This design comes from an exercise in tuning for small area on the open sky130 flow, not from production work.
RTL that was checked went through simulation tests only; none was proved equivalent to the original.

==> run a: inputs <==
==> flow/design.v (excerpt) <==
module tnr_blend_top (
    input  logic        clk,
    input  logic        reset,
    input  logic        in_valid,
    input  logic [11:0] cur,
    input  logic [11:0] prev,
    input  logic [8:0]  blend_th0,
    input  logic [8:0]  blend_th1,
    output logic        out_valid,
    output logic [11:0] out_pixel
);
    logic [11:0] f_base;
    logic [9:0]  f_tm;
    logic [8:0]  f_r;
    logic [8:0]  f_dv;
    tnr_front i_front (
        .cur       (cur),
        .prev      (prev),
        .blend_th0 (blend_th0),
        .blend_th1 (blend_th1),
        .base      (f_base),
        .tm        (f_tm),
        .r         (f_r),
        .dv        (f_dv)
    );
    logic        c0_v;
    logic [11:0] c0_base;
    logic [9:0]  c0_tm;
    logic [8:0]  c0_r;
    logic [8:0]  c0_dv;
    always_ff @(posedge clk) begin
        if (reset) c0_v <= 1'b0;
        else       c0_v <= in_valid;
    end
    always_ff @(posedge clk) begin
        c0_base <= f_base;
        c0_tm   <= f_tm;
        c0_r    <= f_r;
        c0_dv   <= f_dv;
    end
    logic [8:0] r1;
    logic       qb1;
    tnr_step_small i_step1 (.r(c0_r), .dv(c0_dv), .rn(r1), .q(qb1));
    logic [8:0] r2;
    logic       qb2;
    tnr_step_small i_step2 (.r(r1), .dv(c0_dv), .rn(r2), .q(qb2));
    logic        c2_v;
    logic [11:0] c2_base;
    logic [9:0]  c2_tm;
    logic [8:0]  c2_r;
    logic [8:0]  c2_dv;
    logic [1:0]  c2_q;
    always_ff @(posedge clk) begin
        if (reset) c2_v <= 1'b0;
        else       c2_v <= c0_v;
    end
    always_ff @(posedge clk) begin
        c2_base <= c0_base;
        c2_tm   <= c0_tm;
        c2_r    <= r2;
        c2_dv   <= c0_dv;
        c2_q    <= {qb1, qb2};
    end
  ...
==> module tnr_blend_top, before the edit <==
module tnr_blend_top (
    input  logic        clk,
    input  logic        reset,
    input  logic        in_valid,
    input  logic [11:0] cur,
    input  logic [11:0] prev,
    input  logic [8:0]  blend_th0,
    input  logic [8:0]  blend_th1,
    output logic        out_valid,
    output logic [11:0] out_pixel
);
    logic [11:0] f_base;
    logic [9:0]  f_tm;
    logic [8:0]  f_r;
    logic [8:0]  f_dv;
    tnr_front i_front (
        .cur       (cur),
        .prev      (prev),
        .blend_th0 (blend_th0),
        .blend_th1 (blend_th1),
        .base      (f_base),
        .tm        (f_tm),
        .r         (f_r),
        .dv        (f_dv)
    );
    logic        c0_v;
    logic [11:0] c0_base;
    logic [9:0]  c0_tm;
    logic [8:0]  c0_r;
    logic [8:0]  c0_dv;
    always_ff @(posedge clk) begin
        if (reset) c0_v <= 1'b0;
        else       c0_v <= in_valid;
    end
    always_ff @(posedge clk) begin
        c0_base <= f_base;
        c0_tm   <= f_tm;
        c0_r    <= f_r;
        c0_dv   <= f_dv;
    end
    logic [8:0] r1;
    logic       qb1;
    tnr_step_small i_step1 (.r(c0_r), .dv(c0_dv), .rn(r1), .q(qb1));
    logic [8:0] r2;
    logic       qb2;
    tnr_step_small i_step2 (.r(r1), .dv(c0_dv), .rn(r2), .q(qb2));
    logic        c2_v;
    logic [11:0] c2_base;
    logic [9:0]  c2_tm;
    logic [8:0]  c2_r;
    logic [8:0]  c2_dv;
    logic [1:0]  c2_q;
    always_ff @(posedge clk) begin
        if (reset) c2_v <= 1'b0;
        else       c2_v <= c0_v;
    end
    always_ff @(posedge clk) begin
        c2_base <= c0_base;
        c2_tm   <= c0_tm;
        c2_r    <= r2;
        c2_dv   <= c0_dv;
        c2_q    <= {qb1, qb2};
    end
    logic [8:0] r3;
    logic       qb3;
    tnr_step_small i_step3 (.r(c2_r), .dv(c2_dv), .rn(r3), .q(qb3));
    logic [8:0] r4;
    logic       qb4;
    tnr_step i_step4 (.r(r3), .dv(c2_dv), .rn(r4), .q(qb4));
    logic [8:0] r5;
    logic       qb5;
    tnr_step i_step5 (.r(r4), .dv(c2_dv), .rn(r5), .q(qb5));
    logic        c5_v;
    logic [11:0] c5_base;
    logic [9:0]  c5_tm;
    logic [8:0]  c5_r;
    logic [8:0]  c5_dv;
    logic [4:0]  c5_q;
    always_ff @(posedge clk) begin
        if (reset) c5_v <= 1'b0;
        else       c5_v <= c2_v;
    end
    always_ff @(posedge clk) begin
        c5_base <= c2_base;
        c5_tm   <= c2_tm;
        c5_r    <= r5;
        c5_dv   <= c2_dv;
        c5_q    <= {c2_q[1], c2_q[0], qb3, qb4, qb5};
    end
    logic [8:0] r6;
    logic       qb6;
    tnr_step_small i_step6 (.r(c5_r), .dv(c5_dv), .rn(r6), .q(qb6));
    logic [8:0] r7;
    logic       qb7;
    tnr_step_small i_step7 (.r(r6), .dv(c5_dv), .rn(r7), .q(qb7));
    logic [8:0] r8;
    logic       qb8;
    tnr_qstep i_step8 (.r(r7), .dv(c5_dv), .q(qb8));
    assign r8 = '0;
    logic        c8_v;
    logic [11:0] c8_base;
    logic [9:0]  c8_tm;
    logic [7:0]  c8_q;
    always_ff @(posedge clk) begin
        if (reset) c8_v <= 1'b0;
        else       c8_v <= c5_v;
    end
    always_ff @(posedge clk) begin
        c8_base <= c5_base;
        c8_tm   <= c5_tm;
        c8_q    <= {c5_q[4], c5_q[3], c5_q[2], c5_q[1], c5_q[0], qb6, qb7, qb8};
    end
    logic [11:0] mix;
    tnr_mix i_mix (.q({c8_q[7], c8_q[6], c8_q[5], c8_q[4], c8_q[3], c8_q[2], c8_q[1], c8_q[0]}), .tm(c8_tm), .base(c8_base), .o(mix));
    always_ff @(posedge clk) begin
        if (reset) out_valid <= 1'b0;
        else       out_valid <= c8_v;
    end
    always_ff @(posedge clk) begin
        out_pixel <= mix;
    end
endmodule
==> flow/config.mk <==
export PLATFORM = sky130hd
export DESIGN_NAME = tnr_blend_top
export DESIGN_NICKNAME = tnr_blend_top
export VERILOG_FILES = /design/flow/design.v
export SDC_FILE = /design/flow/constraint.sdc
export NUM_CORES = 4
export LEC_CHECK = 0
export CAP_MARGIN = 20
export CORE_MARGIN = 2
export CORE_UTILIZATION = 60
export CTS_BUF_LIST = sky130_fd_sc_hd__clkbuf_8
export GPL_TIMING_DRIVEN = 0
export SLEW_MARGIN = 20
export SYNTH_HIERARCHICAL = 1
==> flow/constraint.sdc <==
create_clock -name core_clock -period 5.0 [get_ports {clk}]
set_input_delay 1.0000 -clock core_clock [delete_from_list [all_inputs] [get_ports {clk}]]
set_output_delay 1.0000 -clock core_clock [all_outputs]
set_load 0.01 [all_outputs]
standard.sh (not shown) runs the stock make flow with config.mk's settings and CLKGATE_MAP_FILE= SYNTH_SCRIPT=/design/flow/synth_recipe.tcl, a recipe that flattens the netlist after the stock synthesis.
==> flow/flow/run.sh <==
#!/bin/bash
# The standard layout (standard.sh, all steps) with two changes:
# - the buffer placed on every input and output port is the smallest buffer,
#   sky130_fd_sc_hd__buf_1, instead of the default clkdlybuf4s50_1;
# - clock tree synthesis does not add dummy load cells to the clock tree.
# All tool output goes to standard.log in this folder; ORFS keeps its own
# per-step logs under orfs/logs/.
export BUFFER_PORTS_ARGS="-buffer_cell sky130_fd_sc_hd__buf_1"
export CTS_ARGS="-sink_clustering_enable -repair_clock_nets -buf_list sky130_fd_sc_hd__clkbuf_8 -dont_use_dummy_load"
bash standard.sh > standard.log 2>&1
status=$?
tail -n 30 standard.log
exit $status
==> run b: changes against run a <==
--- a/flow/design.v
+++ b/flow/design.v
@@ -502,7 +502,7 @@
     end
     logic [8:0] r3;
     logic       qb3;
-    tnr_step_small i_step3 (.r(c2_r), .dv(c2_dv), .rn(r3), .q(qb3));
+    tnr_step i_step3 (.r(c2_r), .dv(c2_dv), .rn(r3), .q(qb3));
     logic [8:0] r4;
     logic       qb4;
     tnr_step i_step4 (.r(r3), .dv(c2_dv), .rn(r4), .q(qb4));
==> summary.txt <==
GR Util met3=3.74%; routability cong.=0.821; simple-gate share of the synthesized area=14.9%; status=timing/DRC/antenna clean; R2R setup slack=0.18 ns; Placed Instances=1,319; post-synth top area share=33.4%
That was run a.
==> summary.txt <==
status=timing/DRC/antenna clean; GR Util met3=3.80%; post-synth top area share=33.3%; routability cong.=0.805; Placed Instances=1,330; R2R setup slack=0.35 ns
That was run b.
No functional check of the RTL was part of run a.

* * *

==> violet: inputs <==
tnr_blend_top, a different RTL version from the one above (not shown whole).
// tnr_blend_top
module tnr_blend_top (
    input  logic        clk,
    input  logic        reset,
    input  logic        in_valid,
    input  logic [11:0] cur,
    input  logic [11:0] prev,
    input  logic [8:0]  blend_th0,
    input  logic [8:0]  blend_th1,
    output logic        out_valid,
    output logic [11:0] out_pixel
);
==> flow/config.mk <==
export PLATFORM = sky130hd
export DESIGN_NAME = tnr_blend_top
export DESIGN_NICKNAME = tnr_blend_top
export VERILOG_FILES = /design/flow/design.v
export SDC_FILE = /design/flow/constraint.sdc
export NUM_CORES = 4
export LEC_CHECK = 0
export CAP_MARGIN = 20
export CORE_MARGIN = 2
export CORE_UTILIZATION = 60
export CTS_BUF_LIST = sky130_fd_sc_hd__clkbuf_8
export GPL_TIMING_DRIVEN = 0
export SLEW_MARGIN = 20
export SYNTH_HIERARCHICAL = 1
==> flow/constraint.sdc <==
create_clock -name core_clock -period 5.0 [get_ports {clk}]
set_input_delay 1.0000 -clock core_clock [delete_from_list [all_inputs] [get_ports {clk}]]
set_output_delay 1.0000 -clock core_clock [all_outputs]
set_load 0.01 [all_outputs]
Scripts as last shown in full above: flow/flow/run.sh
==> garnet (differences from violet) <==
--- a/flow/design.v
+++ b/flow/design.v
@@ -741,12 +741,109 @@
     wire s0_n14p = s0_pp[8] & s0_n8p;
     wire [9:0] s0_GF = {s0_n10g, s0_n14g, s0_n8g, s0_n13g, s0_n9g, s0_n12g, s0_n6g, s0_n11g, s0_n1g, s0_g[0]};
     wire [9:0] s0_bin = {s0_GF[8:0], 1'b0};
     assign q = ~s0_GF[9];
     assign rn = s0_an[8:0] ^ ({9{q}} & (s0_d[8:0] ^ s0_bin[8:0]));
 endmodule
+module tnr_qstep (
+    input  logic [8:0] r,
+    input  logic [8:0] dv,
+    output logic       q
+);
+    wire [9:0] s0_an = {r, 1'b1};
+    wire [9:0] s0_a = ~s0_an;
+    wire [9:0] s0_d = {1'b0, dv};
+    wire [9:0] s0_g = ~s0_a & s0_d;
+    wire [9:0] s0_pp = ~s0_a | s0_d;
+    wire [9:0] s0_G1, s0_P1;
+    assign s0_G1[0] = s0_g[0];
+    assign s0_P1[0] = s0_pp[0];
+    assign s0_G1[1] = s0_g[1] | (s0_pp[1] & s0_g[0]);
+    assign s0_P1[1] = s0_pp[1] & s0_pp[0];
+    assign s0_G1[2] = s0_g[2] | (s0_pp[2] & s0_g[1]);
+    assign s0_P1[2] = s0_pp[2] & s0_pp[1];
+    assign s0_G1[3] = s0_g[3] | (s0_pp[3] & s0_g[2]);
+    assign s0_P1[3] = s0_pp[3] & s0_pp[2];
+    assign s0_G1[4] = s0_g[4] | (s0_pp[4] & s0_g[3]);
+    assign s0_P1[4] = s0_pp[4] & s0_pp[3];
+    assign s0_G1[5] = s0_g[5] | (s0_pp[5] & s0_g[4]);
+    assign s0_P1[5] = s0_pp[5] & s0_pp[4];
+    assign s0_G1[6] = s0_g[6] | (s0_pp[6] & s0_g[5]);
+    assign s0_P1[6] = s0_pp[6] & s0_pp[5];
+    assign s0_G1[7] = s0_g[7] | (s0_pp[7] & s0_g[6]);
+    assign s0_P1[7] = s0_pp[7] & s0_pp[6];
+    assign s0_G1[8] = s0_g[8] | (s0_pp[8] & s0_g[7]);
+    assign s0_P1[8] = s0_pp[8] & s0_pp[7];
+    assign s0_G1[9] = s0_g[9] | (s0_pp[9] & s0_g[8]);
+    assign s0_P1[9] = s0_pp[9] & s0_pp[8];
+    wire [9:0] s0_G2, s0_P2;
+    assign s0_G2[0] = s0_G1[0];
+    assign s0_P2[0] = s0_P1[0];
+    assign s0_G2[1] = s0_G1[1];
+    assign s0_P2[1] = s0_P1[1];
+    assign s0_G2[2] = s0_G1[2] | (s0_P1[2] & s0_G1[0]);
+    assign s0_P2[2] = s0_P1[2] & s0_P1[0];
+    assign s0_G2[3] = s0_G1[3] | (s0_P1[3] & s0_G1[1]);
+    assign s0_P2[3] = s0_P1[3] & s0_P1[1];
+    assign s0_G2[4] = s0_G1[4] | (s0_P1[4] & s0_G1[2]);
+    assign s0_P2[4] = s0_P1[4] & s0_P1[2];
+    assign s0_G2[5] = s0_G1[5] | (s0_P1[5] & s0_G1[3]);
+    assign s0_P2[5] = s0_P1[5] & s0_P1[3];
+    assign s0_G2[6] = s0_G1[6] | (s0_P1[6] & s0_G1[4]);
+    assign s0_P2[6] = s0_P1[6] & s0_P1[4];
+    assign s0_G2[7] = s0_G1[7] | (s0_P1[7] & s0_G1[5]);
+    assign s0_P2[7] = s0_P1[7] & s0_P1[5];
+    assign s0_G2[8] = s0_G1[8] | (s0_P1[8] & s0_G1[6]);
+    assign s0_P2[8] = s0_P1[8] & s0_P1[6];
+    assign s0_G2[9] = s0_G1[9] | (s0_P1[9] & s0_G1[7]);
+    assign s0_P2[9] = s0_P1[9] & s0_P1[7];
+    wire [9:0] s0_G3, s0_P3;
+    assign s0_G3[0] = s0_G2[0];
+    assign s0_P3[0] = s0_P2[0];
+    assign s0_G3[1] = s0_G2[1];
+    assign s0_P3[1] = s0_P2[1];
+    assign s0_G3[2] = s0_G2[2];
+    assign s0_P3[2] = s0_P2[2];
+    assign s0_G3[3] = s0_G2[3];
+    assign s0_P3[3] = s0_P2[3];
+    assign s0_G3[4] = s0_G2[4] | (s0_P2[4] & s0_G2[0]);
+    assign s0_P3[4] = s0_P2[4] & s0_P2[0];
+    assign s0_G3[5] = s0_G2[5] | (s0_P2[5] & s0_G2[1]);
+    assign s0_P3[5] = s0_P2[5] & s0_P2[1];
+    assign s0_G3[6] = s0_G2[6] | (s0_P2[6] & s0_G2[2]);
+    assign s0_P3[6] = s0_P2[6] & s0_P2[2];
+    assign s0_G3[7] = s0_G2[7] | (s0_P2[7] & s0_G2[3]);
+    assign s0_P3[7] = s0_P2[7] & s0_P2[3];
+    assign s0_G3[8] = s0_G2[8] | (s0_P2[8] & s0_G2[4]);
+    assign s0_P3[8] = s0_P2[8] & s0_P2[4];
+    assign s0_G3[9] = s0_G2[9] | (s0_P2[9] & s0_G2[5]);
+    assign s0_P3[9] = s0_P2[9] & s0_P2[5];
+    wire [9:0] s0_G4, s0_P4;
+    assign s0_G4[0] = s0_G3[0];
+    assign s0_P4[0] = s0_P3[0];
+    assign s0_G4[1] = s0_G3[1];
+    assign s0_P4[1] = s0_P3[1];
+    assign s0_G4[2] = s0_G3[2];
+    assign s0_P4[2] = s0_P3[2];
+    assign s0_G4[3] = s0_G3[3];
+    assign s0_P4[3] = s0_P3[3];
+    assign s0_G4[4] = s0_G3[4];
+    assign s0_P4[4] = s0_P3[4];
+    assign s0_G4[5] = s0_G3[5];
+    assign s0_P4[5] = s0_P3[5];
+    assign s0_G4[6] = s0_G3[6];
+    assign s0_P4[6] = s0_P3[6];
+    assign s0_G4[7] = s0_G3[7];
+    assign s0_P4[7] = s0_P3[7];
+    assign s0_G4[8] = s0_G3[8] | (s0_P3[8] & s0_G3[0]);
+    assign s0_P4[8] = s0_P3[8] & s0_P3[0];
+    assign s0_G4[9] = s0_G3[9] | (s0_P3[9] & s0_G3[1]);
+    assign s0_P4[9] = s0_P3[9] & s0_P3[1];
+    wire [9:0] s0_bin = {s0_G4[8:0], 1'b0};
+    assign q = ~s0_G4[9];
+endmodule
 module tnr_mix (
     input  logic [7:0]  q,
     input  logic [9:0]  tm,
     input  logic [11:0] base,
     output logic [11:0] o
 );
@@ -963,14 +1060,87 @@
     wire fb_131, fb_132;
     tnr_ha i_fb_131 (.a(base[10]), .b(1'b1), .s(fb_131), .co(fb_132));
     wire fb_133, fb_134;
     tnr_ha i_fb_133 (.a(base[11]), .b(1'b1), .s(fb_133), .co(fb_134));
     wire [19:0] fb_ra = {fb_132, fb_130, fb_128, fb_126, fb_124, fb_122, fb_120, fb_118, fb_116, fb_114, fb_112, fb_110, fb_108, fb_106, fb_104, fb_102, fb_100, pp_2_0, pp_0_1, pp_0_0};
     wire [19:0] fb_rb = {fb_133, fb_131, fb_129, fb_127, fb_125, fb_123, fb_121, fb_119, fb_117, fb_115, fb_113, fb_111, fb_109, fb_107, fb_105, fb_103, fb_101, fb_99, pp_1_0, 1'b0};
-    wire [19:0] fb_y = fb_ra + fb_rb;
-    assign o = fb_y[19:8];
+    wire [19:0] cp_a = {fb_ra[19], fb_ra[18], fb_ra[17], fb_ra[16], fb_ra[15], fb_ra[14], fb_ra[13], fb_ra[12], fb_ra[11], fb_ra[10], fb_ra[9], fb_ra[8], fb_ra[7], fb_ra[6], fb_ra[5], fb_ra[4], fb_ra[3], fb_ra[2], fb_ra[1], fb_ra[0]};
+    wire [19:0] cp_b = {fb_rb[19], fb_rb[18], fb_rb[17], fb_rb[16], fb_rb[15], fb_rb[14], fb_rb[13], fb_rb[12], fb_rb[11], fb_rb[10], fb_rb[9], fb_rb[8], fb_rb[7], fb_rb[6], fb_rb[5], fb_rb[4], fb_rb[3], fb_rb[2], fb_rb[1], fb_rb[0]};
+    wire [19:0] cp_g = cp_a & cp_b;
+    wire [19:0] cp_x = cp_a ^ cp_b;
+    wire [19:0] cp_g0 = {cp_g[19:1], cp_g[0] | (cp_x[0] & 1'b0)};
+    wire cp_n1g = cp_g0[1] | (cp_x[1] & cp_g0[0]);
+    wire cp_n1p = cp_x[1] & cp_x[0];
+    wire cp_n2g = cp_g0[3] | (cp_x[3] & cp_g0[2]);
+    wire cp_n2p = cp_x[3] & cp_x[2];
+    wire cp_n3g = cp_g0[5] | (cp_x[5] & cp_g0[4]);
+    wire cp_n3p = cp_x[5] & cp_x[4];
+    wire cp_n4g = cp_g0[7] | (cp_x[7] & cp_g0[6]);
+    wire cp_n4p = cp_x[7] & cp_x[6];
+    wire cp_n5g = cp_g0[9] | (cp_x[9] & cp_g0[8]);
+    wire cp_n5p = cp_x[9] & cp_x[8];
+    wire cp_n6g = cp_g0[11] | (cp_x[11] & cp_g0[10]);
+    wire cp_n6p = cp_x[11] & cp_x[10];
+    wire cp_n7g = cp_g0[13] | (cp_x[13] & cp_g0[12]);
+    wire cp_n7p = cp_x[13] & cp_x[12];
+    wire cp_n8g = cp_g0[15] | (cp_x[15] & cp_g0[14]);
+    wire cp_n8p = cp_x[15] & cp_x[14];
+    wire cp_n9g = cp_g0[17] | (cp_x[17] & cp_g0[16]);
+    wire cp_n9p = cp_x[17] & cp_x[16];
+    wire cp_n10g = cp_g0[19] | (cp_x[19] & cp_g0[18]);
+    wire cp_n10p = cp_x[19] & cp_x[18];
+    wire cp_n11g = cp_n2g | (cp_n2p & cp_n1g);
+    wire cp_n11p = cp_n2p & cp_n1p;
+    wire cp_n12g = cp_n4g | (cp_n4p & cp_n3g);
+    wire cp_n12p = cp_n4p & cp_n3p;
+    wire cp_n13g = cp_n6g | (cp_n6p & cp_n5g);
+    wire cp_n13p = cp_n6p & cp_n5p;
+    wire cp_n14g = cp_n8g | (cp_n8p & cp_n7g);
+    wire cp_n14p = cp_n8p & cp_n7p;
+    wire cp_n15g = cp_n10g | (cp_n10p & cp_n9g);
+    wire cp_n15p = cp_n10p & cp_n9p;
+    wire cp_n16g = cp_n12g | (cp_n12p & cp_n11g);
+    wire cp_n16p = cp_n12p & cp_n11p;
+    wire cp_n17g = cp_n14g | (cp_n14p & cp_n13g);
+    wire cp_n17p = cp_n14p & cp_n13p;
+    wire cp_n18g = cp_n17g | (cp_n17p & cp_n16g);
+    wire cp_n18p = cp_n17p & cp_n16p;
+    wire cp_n19g = cp_n13g | (cp_n13p & cp_n16g);
+    wire cp_n19p = cp_n13p & cp_n16p;
+    wire cp_n20g = cp_n15g | (cp_n15p & cp_n18g);
+    wire cp_n20p = cp_n15p & cp_n18p;
+    wire cp_n21g = cp_n3g | (cp_n3p & cp_n11g);
+    wire cp_n21p = cp_n3p & cp_n11p;
+    wire cp_n22g = cp_n5g | (cp_n5p & cp_n16g);
+    wire cp_n22p = cp_n5p & cp_n16p;
+    wire cp_n23g = cp_n7g | (cp_n7p & cp_n19g);
+    wire cp_n23p = cp_n7p & cp_n19p;
+    wire cp_n24g = cp_n9g | (cp_n9p & cp_n18g);
+    wire cp_n24p = cp_n9p & cp_n18p;
+    wire cp_n25g = cp_g0[2] | (cp_x[2] & cp_n1g);
+    wire cp_n25p = cp_x[2] & cp_n1p;
+    wire cp_n26g = cp_g0[4] | (cp_x[4] & cp_n11g);
+    wire cp_n26p = cp_x[4] & cp_n11p;
+    wire cp_n27g = cp_g0[6] | (cp_x[6] & cp_n21g);
+    wire cp_n27p = cp_x[6] & cp_n21p;
+    wire cp_n28g = cp_g0[8] | (cp_x[8] & cp_n16g);
+    wire cp_n28p = cp_x[8] & cp_n16p;
+    wire cp_n29g = cp_g0[10] | (cp_x[10] & cp_n22g);
+    wire cp_n29p = cp_x[10] & cp_n22p;
+    wire cp_n30g = cp_g0[12] | (cp_x[12] & cp_n19g);
+    wire cp_n30p = cp_x[12] & cp_n19p;
+    wire cp_n31g = cp_g0[14] | (cp_x[14] & cp_n23g);
+    wire cp_n31p = cp_x[14] & cp_n23p;
+    wire cp_n32g = cp_g0[16] | (cp_x[16] & cp_n18g);
+    wire cp_n32p = cp_x[16] & cp_n18p;
+    wire cp_n33g = cp_g0[18] | (cp_x[18] & cp_n24g);
+    wire cp_n33p = cp_x[18] & cp_n24p;
+    wire [19:0] cp_GF = {cp_n20g, cp_n33g, cp_n24g, cp_n32g, cp_n18g, cp_n31g, cp_n23g, cp_n30g, cp_n19g, cp_n29g, cp_n22g, cp_n28g, cp_n16g, cp_n27g, cp_n21g, cp_n26g, cp_n11g, cp_n25g, cp_n1g, cp_g0[0]};
+    wire [19:0] cp_cin = {cp_GF[18:0], 1'b0};
+    wire [19:0] cp_s = cp_x ^ cp_cin;
+    assign o = {cp_s[19], cp_s[18], cp_s[17], cp_s[16], cp_s[15], cp_s[14], cp_s[13], cp_s[12], cp_s[11], cp_s[10], cp_s[9], cp_s[8]};
 endmodule
 module tnr_fa (
     input  logic a,
     input  logic b,
     input  logic c,
     output logic s,
@@ -1067,13 +1237,14 @@
     tnr_step i_step6 (.r(r5), .dv(c4_dv), .rn(r6), .q(qb6));
     logic [8:0] r7;
     logic       qb7;
     tnr_step i_step7 (.r(r6), .dv(c4_dv), .rn(r7), .q(qb7));
     logic [8:0] r8;
     logic       qb8;
-    tnr_step i_step8 (.r(r7), .dv(c4_dv), .rn(r8), .q(qb8));
+    tnr_qstep i_step8 (.r(r7), .dv(c4_dv), .q(qb8));
+    assign r8 = '0;
     logic        c8_v;
     logic [11:0] c8_base;
     logic [9:0]  c8_tm;
     logic [7:0]  c8_q;
     always_ff @(posedge clk) begin
         if (reset) c8_v <= 1'b0;
- CORE_UTILIZATION: 60 -> 75
- PLACE_DENSITY: not set -> 0.82
==> impl_metrics.tcl <==
set metrics [dict create \
    finClkSkew_ns 0.0243 \
    final_cell_mix "121 x dfxtp_1, 105 x nor2_1, 95 x fa_1" \
    die_w_um 124 \
    multiInputGateArea_sq_mm 0.00809 \
    r2r_slack_ns 0.20 \
    dieArea_sq_mm 0.0154 \
    grt_pass1_wl_mm 36.5 \
    via_per_inst 5.94 \
    cp.buffers_inverters 1 \
    status "timing/DRC/antenna clean" \
]
The numbers above come from garnet.

==> impl_metrics.tcl <==
set metrics [dict create \
    grt_pass1_wl_mm 36.2 \
    cp.buffers_inverters 2 \
    finClkSkew_ns 0.0335 \
    dieArea_sq_mm 0.0195 \
    clk_share 0.0189 \
    status "timing/DRC/antenna clean" \
    grt_max_degree 24 \
    track_usage 0.225 \
    die_w_um 140 \
    critPathCaptureType "register" \
    via_per_inst 5.50 \
]
The numbers above come from violet.

afterwards: timing with drivers on the ports:
In the flow no input, the clock included, has a driving cell. The finished layouts below were timed again as built, in two steps.
Step 1: set_driving_cell puts a clkbuf_16 on clk and a buf_2 on each other input, an assumption about the parent block.
Step 2 adds t to the input delays and takes it off the output delays; t is the mean of the earliest and latest rising clock arrival at the registers after step 1. Input paths then give back, and output paths get back, about the clock's delay inside the block.
Three values: ideal, step 1, step 2; two values: the first two.
| run | shift t [ns] | slack for setup (ns) | worst hold slack (ns) | clock arrival spread, ns | slew at the worst register clock pin (ns) |
|---|---|---|---|---|---|
| run a | 0.460 | 0.179 / 0.179 / -0.128 | 0.297 / 0.297 / 0.297 | 0.065 / 0.064 | 0.11 / 0.11 |
| run b | 0.470 | 0.236 / 0.255 / -0.215 | 0.304 / 0.304 / 0.304 | 0.058 / 0.058 | 0.12 / 0.12 |
| violet | 0.449 | 0.078 / 0.078 / -0.109 | 0.299 / 0.299 / 0.299 | 0.034 / 0.033 | 0.08 / 0.08 |
| garnet | 0.444 | 0.199 / 0.199 / -0.213 | 0.296 / 0.296 / 0.296 | 0.027 / 0.027 | 0.08 / 0.08 |
Met with ideal ports but missed after step 2: setup timing in every run listed. The setup slack of run b, which loses most, moves by +0.019 ns with the drivers and by -0.451 ns with both steps.
